Source: an optimization exercise on an open RTL-to-GDS flow (aim: small area, a short achievable clock period and few clock cycles). Production flows keep margins and buffers that such runs may drop. Function was checked by simulation only, so behaviour that the tests miss may differ from the original. Power is estimated from default activity; no workload was simulated.

// raster_core_multirow
module raster_core_multirow #(
   parameter int unsigned CORE_ID      = 3,
   parameter int unsigned NUM_ROWS     = 2,
   parameter int unsigned X_MAX        = 400,
   parameter int unsigned BRAM_LATENCY = 2,
   parameter logic [31:0] LAMBDA_ONE   = 32'h0001_0000,
   parameter int unsigned ADDR_W       = 10
) (
   input  logic              clk,
   input  logic              reset,
   input  logic              s_valid,
   input  logic [31:0]       s_data,
   output logic              s_ready,
   output logic              m_valid,
   input  logic              m_ready,
   output logic [15:0]       m_data,
   output logic              m_last,
   output logic              rch_en,
   output logic [ADDR_W-1:0] rch_addr,
   input  logic [31:0]       rch_data,
   output logic              wch_en,
   output logic [ADDR_W-1:0] wch_addr,
   output logic [31:0]       wch_data
);
Settings: LEC_CHECK=0, ABC_AREA=1, CAP_MARGIN=20, CORE_MARGIN=2, CORE_UTILIZATION=40, CTS_CLUSTER_DIAMETER=60, CTS_CLUSTER_SIZE=30, SETUP_SLACK_MARGIN=4.2, SLEW_MARGIN=20; clock period 8.0 ns.
run.sh (not shown) runs the stock make flow with config.mk's settings and CLKGATE_MAP_FILE= SYNTH_SCRIPT=/design/flow/synth_recipe.tcl, a recipe that flattens the netlist after the stock synthesis.
Testbench counts at the start, summed over its fixed seeds: cycles 84,243.
Then changed:
--- a/flow/design.v
+++ b/flow/design.v
@@ -73,20 +73,19 @@
    logic [31:0]       sum0, sum1;
    logic [15:0]       sumz;
    logic [NW-1:0]     n0, n1;
    logic [15:0]       nz;
    logic [31:0]       ns_s, ns_k;
    logic              fit0, fit1, neg0, neg1, sg0, sg1, ns_big;
    logic              cov, lbig, skip, jump, x_end;
    logic              step, issue, trans, wb_drop, wb_take;
    logic [ADDR_W-1:0] pix_addr;
-   logic              eng_free, s_ready_d, s_ready_q, clr, stall, fresh, rw, clr_adv;
-   logic              f1_q, f2_q, f3_q;   
+   logic              eng_free, s_ready_d, s_ready_q;
    function automatic logic [32:0] add33(input logic [32:0] a, input logic [32:0] b,
                                          input logic ci);
       logic [32:0] p, g, pp, gg, gn, pn;
       p = a ^ b;
       g = a & b;
       g[0] = g[0] | (p[0] & ci);
       pp = p;
       gg = g;
       for (int d = 1; d < 33; d = d * 2) begin
@@ -211,29 +210,24 @@
       {ns_s, ns_k} = csa3(l0_q, l1_q, {dxs_q, JSH'(0)});
       {fit0, neg0, sg0} = blk_step(l0_q, dx0_q);
       {fit1, neg1, sg1} = blk_step(l1_q, dx1_q);
       ns_big = gt_one(ns_s, ns_k);
       skip = (l0_q[31] && fit0 && neg0) ||
              (l1_q[31] && fit1 && neg1) ||
              (!l0_q[31] && !l1_q[31] && lbig && fit0 && fit1 && !sg0 && !sg1 && ns_big);
       x_end    = x_q >= 9'(X_MAX);
       jump     = in_rast && !x_end && skip;
-      step     = in_rast && !x_end && !skip && !stall;
+      step     = in_rast && !x_end && !skip;
       issue    = step && cov;
       trans    = in_rast && x_end && !row_q && f7_q;
       pix_addr = row_q ? ADDR_W'(x_q) + ADDR_W'(X_MAX) : ADDR_W'(x_q);
-      clr      = es_q == E_CLEAR;
-      stall    = clr && cov && pix_addr > ra_q;
-      fresh    = clr && pix_addr == ra_q;
-      eng_free = es_q != E_WB && !wbq_q;
+      eng_free = es_q == E_IDLE && !wbq_q;
       wb_drop  = es_q == E_WB && v3_q && m_valid_q && !m_ready;
-      rw       = v3_q && es_q != E_WB;           
-      clr_adv  = clr && (!v3_q || (issue && fresh));
       wb_take  = es_q == E_WB && v3_q && !wb_drop;
       s_ready_d = s_ready_q;
    end
    logic unused_d;
    assign unused_d = ^{rch_data[31:28], s_data[19:13]};
    mstate_t           ms_n;
    logic [3:0]        wcnt_n;
    logic              wbq_n;
    always_comb begin
@@ -300,24 +294,21 @@
          x_q   <= x_q + 9'd1;
       end
       dxs_q <= (32-JSH)'(add33(33'(dx0_q), 33'(dx1_q), 1'b0));
       zp1_q <= z_q;
       zp2_q <= zp1_q;
       zp3_q <= zp2_q;
       a2_q  <= rch_addr_q;
       a3_q  <= a2_q;
       rch_addr_q <= es_q != E_WB ? pix_addr : (wb_drop ? need_q : ra_q);
-      wch_addr_q <= rw ? a3_q : (es_q == E_WB ? need_q : ra_q);
-      wch_z_q  <= rw ? zp3_q : '0;
-      wch_id_q <= rw && (!f3_q || zp3_q != '0);
-      f1_q     <= issue && fresh;
-      f2_q     <= f1_q;
-      f3_q     <= f2_q;
+      wch_addr_q <= es_q == E_CLEAR ? ra_q : (es_q == E_WB ? need_q : a3_q);
+      wch_z_q  <= es_q == E_IDLE ? zp3_q : '0;
+      wch_id_q <= es_q == E_IDLE;
       if (wb_take) begin
          m_data_q <= {need_q >= ADDR_W'(X_MAX), rch_data[27:16]};
          m_last_q <= need_q == ADDR_W'(NPIX - 1);
       end
    end
    always_ff @(posedge clk) begin
       if (reset) begin
          ms_q      <= M_RX;
          es_q      <= E_CLEAR;
@@ -334,19 +325,19 @@
          v2_q      <= 1'b0;
          v3_q      <= 1'b0;
          m_valid_q <= 1'b0;
          rch_en_q  <= 1'b0;
          wch_en_q  <= 1'b0;
       end else begin
          v2_q     <= rch_en_q && !wb_drop;
          v3_q     <= v2_q && !wb_drop;
          rch_en_q <= issue;
-         wch_en_q <= rw && (f3_q || zp3_q > rch_data[15:0]);
+         wch_en_q <= v3_q && es_q == E_IDLE && zp3_q > rch_data[15:0];
          ms_q      <= ms_n;
          wcnt_q    <= wcnt_n;
          wbq_q     <= wbq_n;
          s_ready_q <= ms_n == M_RX && !(wcnt_n == 4'd0 && wbq_n);
          sw_q <= ms_q == M_PREP && (sw_q || prep_swap);
          swp_q <= ms_n == M_PREP && !(ms_q == M_PREP && (sw_q || prep_swap)) &&
                   a0_q <= 3'd1 && a1_q <= 3'd1 && az_q <= 2'd1 &&
                   !(acc && (wcnt_q == 4'd4 || wcnt_q == 4'd6 || wcnt_q == 4'd9));
          if (acc && wcnt_q == 4'd4)
@@ -359,27 +350,24 @@
             a1_q <= a1_q - 3'd1;
          if (acc && wcnt_q == 4'd9)
             az_q <= 2'd3;
          else if (az_q != '0)
             az_q <= az_q - 2'd1;
          if (m_valid_q && m_ready)
             m_valid_q <= 1'b0;
          case (es_q)
             E_CLEAR: begin
-               if (!v3_q && !(issue && fresh))
-                  wch_en_q <= 1'b1;
-               if (clr_adv) begin
-                  if (ra_q == ADDR_W'(NPIX - 1)) begin
-                     ra_q <= '0;
-                     es_q <= E_IDLE;
-                  end else begin
-                     ra_q <= ra_q + ADDR_W'(1);
-                  end
+               wch_en_q <= 1'b1;
+               if (ra_q == ADDR_W'(NPIX - 1)) begin
+                  ra_q <= '0;
+                  es_q <= E_IDLE;
+               end else begin
+                  ra_q <= ra_q + ADDR_W'(1);
                end
             end
             E_WB: begin
                if (wb_drop) begin
                   rch_en_q <= 1'b1;
                   ra_q     <= need_q + ADDR_W'(1);
                end else begin
                   if (v3_q) begin
                      m_valid_q <= 1'b1;
Result: The changed run passed the timing, design-rule and antenna checks; final area went down by a few percent; count of clock-buffer cells in the layout went down by 3; synthesized cell count went up by a few percent; worst hold slack is worse by 6.0 ps; utilization went down by 1.6 points.
Testbench counts after the change, summed over its fixed seeds: cycles 86,187.

* * *

Setup of the reference run:
The RTL this note starts from:
==> flow/design.v <==
module raster_core_multirow #(
   parameter int unsigned CORE_ID      = 3,
   parameter int unsigned NUM_ROWS     = 2,
   parameter int unsigned X_MAX        = 400,
   parameter int unsigned BRAM_LATENCY = 2,
   parameter logic [31:0] LAMBDA_ONE   = 32'h0001_0000,
   parameter int unsigned ADDR_W       = 10
) (
   input  logic              clk,
   input  logic              reset,
   input  logic              s_valid,
   input  logic [31:0]       s_data,
   output logic              s_ready,
   output logic              m_valid,
   input  logic              m_ready,
   output logic [15:0]       m_data,
   output logic              m_last,
   output logic              rch_en,
   output logic [ADDR_W-1:0] rch_addr,
   input  logic [31:0]       rch_data,
   output logic              wch_en,
   output logic [ADDR_W-1:0] wch_addr,
   output logic [31:0]       wch_data
);
   localparam int unsigned NPIX     = NUM_ROWS * X_MAX;
   localparam int unsigned ROW_BASE = CORE_ID * NUM_ROWS;
   localparam int unsigned JSH      = 5;             
   localparam int unsigned NW       = 32 + JSH + 1;  
   localparam int unsigned SW       = 8;             
   localparam int unsigned NSW      = 32 - SW;
   typedef enum logic [2:0] {
      M_RX,
      M_PREP,
      M_INIT,
      M_RAST,
      M_DRAIN
   } mstate_t;
   typedef enum logic [1:0] {
      E_IDLE,
      E_CLEAR,
      E_WB
   } estate_t;
   mstate_t           ms_q;
   estate_t           es_q;
   logic [3:0]        wcnt_q;
   logic [1:0]        pc_q;
   logic              f6_q, f7_q, row_q, wbq_q;
   logic [11:0]       id_q;
   logic [31:0]       l0_q, l1_q, dx0_q, dx1_q, r0_q, r1_q;
   logic [15:0]       z_q, dz_q, rz_q;
   logic [8:0]        x_q;
   logic [ADDR_W-1:0] ra_q, need_q;
   logic [31:0]       c0_q, c1_q;
   logic [15:0]       cz_q;
   logic              skb_q;    
   logic              pls_q;    
   logic              fb0_q, fb1_q;  
   logic              v2_q, v3_q;
   logic [15:0]       zp1_q, zp2_q, zp3_q;
   logic [ADDR_W-1:0] a2_q, a3_q;
   logic              s_ready_d;
   logic              m_valid_q, m_last_q;
   logic [12:0]       m_data_q;
   logic              rch_en_q, wch_en_q;
   logic [ADDR_W-1:0] rch_addr_q, wch_addr_q;
   logic [27:0]       wch_data_q;
   assign m_valid  = m_valid_q;
   assign m_data   = {3'(ROW_BASE >> 1), m_data_q[12:0]};
   assign m_last   = m_last_q;
   assign rch_en   = rch_en_q;
   assign rch_addr = rch_addr_q;
   assign wch_en   = wch_en_q;
   assign wch_addr = wch_addr_q;
   assign wch_data = {4'b0, wch_data_q};
   logic              p_first, p_second, p_third;
   logic [31:0]       op0, op1, sum0, sum1;
   logic [15:0]       opz, sumz;
   logic [NW-1:0]     n0, n1;
   logic [15:0]       nz;
   logic [NSW-1:0]    ns;
   logic              fit0, fit1, ns_big, skb_d, pls_d, pls_l;
   logic [32:0]       lsum;
   logic              cov, lbig, at_bnd, jump, seg_skip, to_bnd, x_end;
   logic [ADDR_W-1:0] pix_addr;
   logic              eng_free;
   always_comb begin
      p_first  = ms_q == M_PREP && pc_q == 2'd0;
      p_second = ms_q == M_PREP && pc_q == 2'd1;
      p_third  = ms_q == M_PREP && pc_q == 2'd2;
      op0 = p_first  ? {r0_q[29:0], 2'b0} :
            p_second ? {r0_q[30:0], 1'b0} :
            p_third  ? r0_q : dx0_q;
      op1 = p_first  ? {r1_q[29:0], 2'b0} :
            p_second ? {r1_q[30:0], 1'b0} :
            p_third  ? r1_q : dx1_q;
      opz = p_first  ? {rz_q[13:0], 2'b0} :
            p_second ? {rz_q[14:0], 1'b0} :
            p_third  ? rz_q : dz_q;
      sum0 = l0_q + op0;
      sum1 = l1_q + op1;
      sumz = z_q + opz;
      lsum = {1'b0, l0_q} + {1'b0, l1_q};
      lbig = lsum > {1'b0, LAMBDA_ONE};
      cov  = !l0_q[31] && !l1_q[31] && !lbig;
      n0 = {{{(JSH+1){c0_q[31]}}, c0_q[31:JSH]} + {dx0_q[31], dx0_q}, c0_q[JSH-1:0]};
      n1 = {{{(JSH+1){c1_q[31]}}, c1_q[31:JSH]} + {dx1_q[31], dx1_q}, c1_q[JSH-1:0]};
      nz = {cz_q[15:JSH] + dz_q[15-JSH:0], cz_q[JSH-1:0]};
      ns = NSW'($signed(c0_q[31:SW])) + NSW'($signed(c1_q[31:SW])) +
           NSW'($signed(dx0_q[31:SW-JSH])) + NSW'($signed(dx1_q[31:SW-JSH]));
      fit0   = n0[NW-1:31] == '0 || n0[NW-1:31] == '1;
      fit1   = n1[NW-1:31] == '0 || n1[NW-1:31] == '1;
      ns_big = ns > NSW'(LAMBDA_ONE >> SW) && ns < NSW'(-4);
      pls_l  = ms_q == M_INIT ? !l0_q[31] && !l1_q[31] && lbig : pls_q;
      skb_d = (c0_q[31] && fit0 && n0[NW-1]) ||
              (c1_q[31] && fit1 && n1[NW-1]) ||
              (pls_l && fit0 && fit1 && !n0[31] && !n1[31] && ns_big);
      pls_d = !n0[31] && !n1[31] && ns_big;
      seg_skip = (fb0_q && l0_q[31] && c0_q[31]) ||
                 (fb1_q && l1_q[31] && c1_q[31]) ||
                 (fb0_q && fb1_q && !l0_q[31] && !l1_q[31] && lbig && pls_q);
      at_bnd   = x_q[JSH-1:0] == '0;
      jump     = at_bnd ? skb_q : seg_skip;
      to_bnd   = jump || x_q[JSH-1:0] == '1;
      x_end    = x_q >= 9'(X_MAX);
      pix_addr = row_q ? ADDR_W'(x_q) + ADDR_W'(X_MAX) : ADDR_W'(x_q);
      eng_free = es_q == E_IDLE && !wbq_q;
      s_ready_d = ms_q == M_RX && !(wcnt_q == 4'd0 && wbq_q);
   end
   assign s_ready = s_ready_d;
   logic unused_d;
   assign unused_d = ^{rch_data[31:28], s_data[19:13], lsum[32]};
   always_ff @(posedge clk) begin
      if (reset) begin
         ms_q       <= M_RX;
         es_q       <= E_CLEAR;
         wcnt_q     <= '0;
         wbq_q      <= 1'b0;
         ra_q       <= '0;
         v2_q       <= 1'b0;
         v3_q       <= 1'b0;
         m_valid_q  <= 1'b0;
         rch_en_q   <= 1'b0;
         wch_en_q   <= 1'b0;
      end else begin
         rch_en_q <= 1'b0;
         wch_en_q <= 1'b0;
         v2_q     <= rch_en_q;
         v3_q     <= v2_q;
         zp2_q    <= zp1_q;
         zp3_q    <= zp2_q;
         a2_q     <= rch_addr_q;
         a3_q     <= a2_q;
         case (ms_q)
            M_RX: begin
               if (s_valid && s_ready_d) begin
                  case (wcnt_q)
                     4'd0: begin
                        id_q <= s_data[31:20];
                        f6_q <= !s_data[12] &&
                                s_data[5:0] <= 6'(ROW_BASE) &&
                                s_data[11:6] >= 6'(ROW_BASE);
                        f7_q <= !s_data[12] &&
                                s_data[5:0] <= 6'(ROW_BASE + 1) &&
                                s_data[11:6] >= 6'(ROW_BASE + 1);
                        if (s_data[12]) begin
                           if (es_q == E_IDLE) begin
                              es_q   <= E_WB;
                              ra_q   <= '0;
                              need_q <= '0;
                           end else begin
                              wbq_q <= 1'b1;
                           end
                        end
                     end
                     4'd1:    l0_q  <= s_data;
                     4'd2:    l1_q  <= s_data;
                     4'd3:    dx0_q <= s_data;
                     4'd4:    r0_q  <= s_data;
                     4'd5:    dx1_q <= s_data;
                     4'd6:    r1_q  <= s_data;
                     4'd7:    z_q   <= s_data[15:0];
                     4'd8:    dz_q  <= s_data[15:0];
                     default: rz_q  <= s_data[15:0];
                  endcase
                  if (wcnt_q == 4'd9) begin
                     wcnt_q <= '0;
                     if (f6_q || f7_q) begin
                        pc_q <= '0;
                        ms_q <= M_PREP;
                     end
                  end else begin
                     wcnt_q <= wcnt_q + 4'd1;
                  end
               end
            end
            M_PREP: begin
               if (p_first || p_second) begin
                  l0_q <= sum0;
                  l1_q <= sum1;
                  z_q  <= sumz;
                  pc_q <= pc_q + 2'd1;
               end else if (p_third) begin
                  r0_q <= sum0;
                  r1_q <= sum1;
                  rz_q <= sumz;
                  c0_q <= l0_q;
                  c1_q <= l1_q;
                  cz_q <= z_q;
                  pc_q <= 2'd3;
               end else if (eng_free) begin
                  row_q <= 1'b0;
                  if (f6_q) begin
                     x_q  <= '0;
                     ms_q <= M_INIT;
                  end else begin
                     x_q  <= 9'(X_MAX);
                     ms_q <= M_RAST;
                  end
               end
            end
            M_INIT: begin
               skb_q <= skb_d;
               pls_q <= pls_d;
               fb0_q <= fit0;
               fb1_q <= fit1;
               c0_q  <= n0[31:0];
               c1_q  <= n1[31:0];
               cz_q  <= nz;
               ms_q  <= M_RAST;
            end
            M_RAST: begin
               if (x_end) begin
                  if (!row_q && f7_q) begin
                     row_q <= 1'b1;
                     x_q   <= '0;
                     l0_q  <= r0_q;
                     l1_q  <= r1_q;
                     z_q   <= rz_q;
                     c0_q  <= r0_q;
                     c1_q  <= r1_q;
                     cz_q  <= rz_q;
                     ms_q  <= M_INIT;
                  end else begin
                     ms_q <= M_DRAIN;
                  end
               end else begin
                  skb_q <= skb_d;
                  if (to_bnd) begin
                     pls_q <= pls_d;
                     fb0_q <= fit0;
                     fb1_q <= fit1;
                     c0_q  <= n0[31:0];
                     c1_q  <= n1[31:0];
                     cz_q  <= nz;
                  end
                  if (jump) begin
                     x_q  <= {x_q[8:JSH] + 4'd1, JSH'(0)};
                     l0_q <= c0_q;
                     l1_q <= c1_q;
                     z_q  <= cz_q;
                  end else begin
                     x_q  <= x_q + 9'd1;
                     l0_q <= sum0;
                     l1_q <= sum1;
                     z_q  <= sumz;
                     if (cov) begin
                        rch_en_q   <= 1'b1;
                        rch_addr_q <= pix_addr;
                        zp1_q      <= z_q;
                     end
                  end
               end
            end
            default: begin    
               if (!rch_en_q && !v2_q)
                  ms_q <= M_RX;
            end
         endcase
         if (v3_q && es_q != E_WB) begin
            wch_en_q   <= zp3_q > rch_data[15:0];
            wch_addr_q <= a3_q;
            wch_data_q <= {id_q, zp3_q};
         end
         if (m_valid_q && m_ready)
            m_valid_q <= 1'b0;
         case (es_q)
            E_CLEAR: begin
               wch_en_q   <= 1'b1;
               wch_addr_q <= ra_q;
               wch_data_q <= '0;
               if (ra_q == ADDR_W'(NPIX - 1)) begin
                  ra_q <= '0;
                  if (wbq_q) begin
                     wbq_q  <= 1'b0;
                     need_q <= '0;
                     es_q   <= E_WB;
                  end else begin
                     es_q <= E_IDLE;
                  end
               end else begin
                  ra_q <= ra_q + ADDR_W'(1);
               end
            end
            E_WB: begin
               if (v3_q && m_valid_q && !m_ready) begin
                  v2_q       <= 1'b0;
                  v3_q       <= 1'b0;
                  rch_en_q   <= 1'b1;
                  rch_addr_q <= need_q;
                  ra_q       <= need_q + ADDR_W'(1);
               end else begin
                  if (v3_q) begin
                     m_valid_q  <= 1'b1;
                     m_data_q   <= {need_q >= ADDR_W'(X_MAX), rch_data[27:16]};
                     m_last_q   <= need_q == ADDR_W'(NPIX - 1);
                     wch_en_q   <= 1'b1;
                     wch_addr_q <= need_q;
                     wch_data_q <= '0;
                     need_q     <= need_q + ADDR_W'(1);
                     if (need_q == ADDR_W'(NPIX - 1)) begin
                        ra_q <= '0;
                        if (wbq_q) begin
                           wbq_q  <= 1'b0;
                           need_q <= '0;
                        end else begin
                           es_q <= E_IDLE;
                        end
                     end
                  end
                  if (ra_q < ADDR_W'(NPIX)) begin
                     rch_en_q   <= 1'b1;
                     rch_addr_q <= ra_q;
                     ra_q       <= ra_q + ADDR_W'(1);
                  end
               end
            end
            default: ;
         endcase
      end
   end
endmodule
make LEC_CHECK=0 CAP_MARGIN=20 CORE_MARGIN=2 CORE_UTILIZATION=40 SLEW_MARGIN=20 finish   # period 8.0 ns
Testbench counts of the reference run, summed over its fixed seeds: cycles 87,287.
What the trial run does differently from the reference run at the input level:
diff --git a/flow/design.v b/flow/design.v
--- a/flow/design.v
+++ b/flow/design.v
@@ -44,5 +44,5 @@
    estate_t           es_q;
    logic [3:0]        wcnt_q;
-   logic [1:0]        pc_q;
+   logic              ph1_q, ph2_q, ph3_q;   
    logic              f6_q, f7_q, row_q, wbq_q;
    logic [11:0]       id_q;
@@ -56,4 +56,5 @@
    logic              pls_q;    
    logic              fb0_q, fb1_q;  
+   logic              lb_q;     
    logic              v2_q, v3_q;
    logic [15:0]       zp1_q, zp2_q, zp3_q;
@@ -85,7 +86,7 @@
    logic              eng_free;
    always_comb begin
-      p_first  = ms_q == M_PREP && pc_q == 2'd0;
-      p_second = ms_q == M_PREP && pc_q == 2'd1;
-      p_third  = ms_q == M_PREP && pc_q == 2'd2;
+      p_first  = ph1_q;
+      p_second = ph2_q;
+      p_third  = ph3_q;
       op0 = p_first  ? {r0_q[29:0], 2'b0} :
             p_second ? {r0_q[30:0], 1'b0} :
@@ -118,5 +119,5 @@
       seg_skip = (fb0_q && l0_q[31] && c0_q[31]) ||
                  (fb1_q && l1_q[31] && c1_q[31]) ||
-                 (fb0_q && fb1_q && !l0_q[31] && !l1_q[31] && lbig && pls_q);
+                 (fb0_q && fb1_q && lb_q && pls_q);
       at_bnd   = x_q[JSH-1:0] == '0;
       jump     = at_bnd ? skb_q : seg_skip;
@@ -135,4 +136,7 @@
          es_q       <= E_CLEAR;
          wcnt_q     <= '0;
+         ph1_q      <= 1'b0;
+         ph2_q      <= 1'b0;
+         ph3_q      <= 1'b0;
          wbq_q      <= 1'b0;
          ra_q       <= '0;
@@ -186,6 +190,6 @@
                      wcnt_q <= '0;
                      if (f6_q || f7_q) begin
-                        pc_q <= '0;
-                        ms_q <= M_PREP;
+                        ph1_q <= 1'b1;
+                        ms_q  <= M_PREP;
                      end
                   end else begin
@@ -195,9 +199,11 @@
             end
             M_PREP: begin
+               ph1_q <= 1'b0;
+               ph2_q <= ph1_q;
+               ph3_q <= ph2_q;
                if (p_first || p_second) begin
                   l0_q <= sum0;
                   l1_q <= sum1;
                   z_q  <= sumz;
-                  pc_q <= pc_q + 2'd1;
                end else if (p_third) begin
                   r0_q <= sum0;
@@ -207,5 +213,4 @@
                   c1_q <= l1_q;
                   cz_q <= z_q;
-                  pc_q <= 2'd3;
                end else if (eng_free) begin
                   row_q <= 1'b0;
@@ -222,4 +227,5 @@
                skb_q <= skb_d;
                pls_q <= pls_d;
+               lb_q  <= 1'b0;
                fb0_q <= fit0;
                fb1_q <= fit1;
@@ -254,4 +260,5 @@
                      cz_q  <= nz;
                   end
+                  lb_q <= !jump && !l0_q[31] && !l1_q[31] && lbig;
                   if (jump) begin
                      x_q  <= {x_q[8:JSH] + 4'd1, JSH'(0)};
@@ -335,5 +342,12 @@
                end
             end
-            default: ;
+            default: begin    
+               if (wbq_q) begin
+                  wbq_q  <= 1'b0;
+                  ra_q   <= '0;
+                  need_q <= '0;
+                  es_q   <= E_WB;
+               end
+            end
          endcase
       end
--- outcome ---
- The reference run: flow completed, timing, DRC and antenna clean
- The trial run | status: complete | timing, DRC, antenna: pass
- Status: synthesized-area fraction occupied by xor and xnor cells parity (the reference run, the trial run)
- The final reports for the trial run and the reference run show fraction of power consumed by combinational cells higher in the former.
- The trial run vs the reference run on largest net degree at the start of global routing: the trial run is the higher one.
- | die area | the trial run vs the reference run | ≈ equal |
- When the final numbers for the reference run and the trial run were put side by side, the portion of netlist area occupied by mux cells turned out to be smaller in the reference run.
- Part of the cycle the worst path needs (higher): the reference run
- Per the comparison of the trial run with the reference run, arithmetic-cell share of the synthesized area counting full adders, half adders and majority gates comparable; clock sink count now larger; clock network latency to the later pin of the worst-skew pair comparable.
Testbench counts of the trial run, summed over its fixed seeds: cycles 87,492.

[static timing again, ports no longer ideal]
How much do the figures lean on ideal ports? The routed layouts below were timed once more, with nothing changed but the port constraints.
Step 1: set_driving_cell puts a clkbuf_16 on clk and a buf_2 on each other input, an assumption about the parent block.
Step 2, shift: input delay + t, output delay - t, t = (earliest + latest rising clock arrival at the registers) / 2. This alone moves slack from input paths to output paths.
a / b / c = ideal ports / drivers / drivers and shift; a / b = the first two.
| run | t, ns | setup slack, ns | hold WS [ns] |
|---|---|---|---|
| the first run of note 1 | 0.643 | 4.086 / 4.086 / 3.551 | 0.326 / 0.326 / 0.326 |
| the second run of note 1 | 0.659 | 4.203 / 4.219 / 3.560 | 0.320 / 0.320 / 0.320 |
| the reference run | 0.722 | 1.311 / 1.311 / 1.311 | 0.414 / 0.414 / 0.414 |
| the trial run | 0.715 | 2.075 / 2.075 / 2.075 | 0.418 / 0.418 / 0.418 |
After both steps every run listed still meets setup and hold. For the second run of note 1, which loses most, drivers alone change the setup slack by +0.016 ns; drivers and shift together by -0.643 ns.
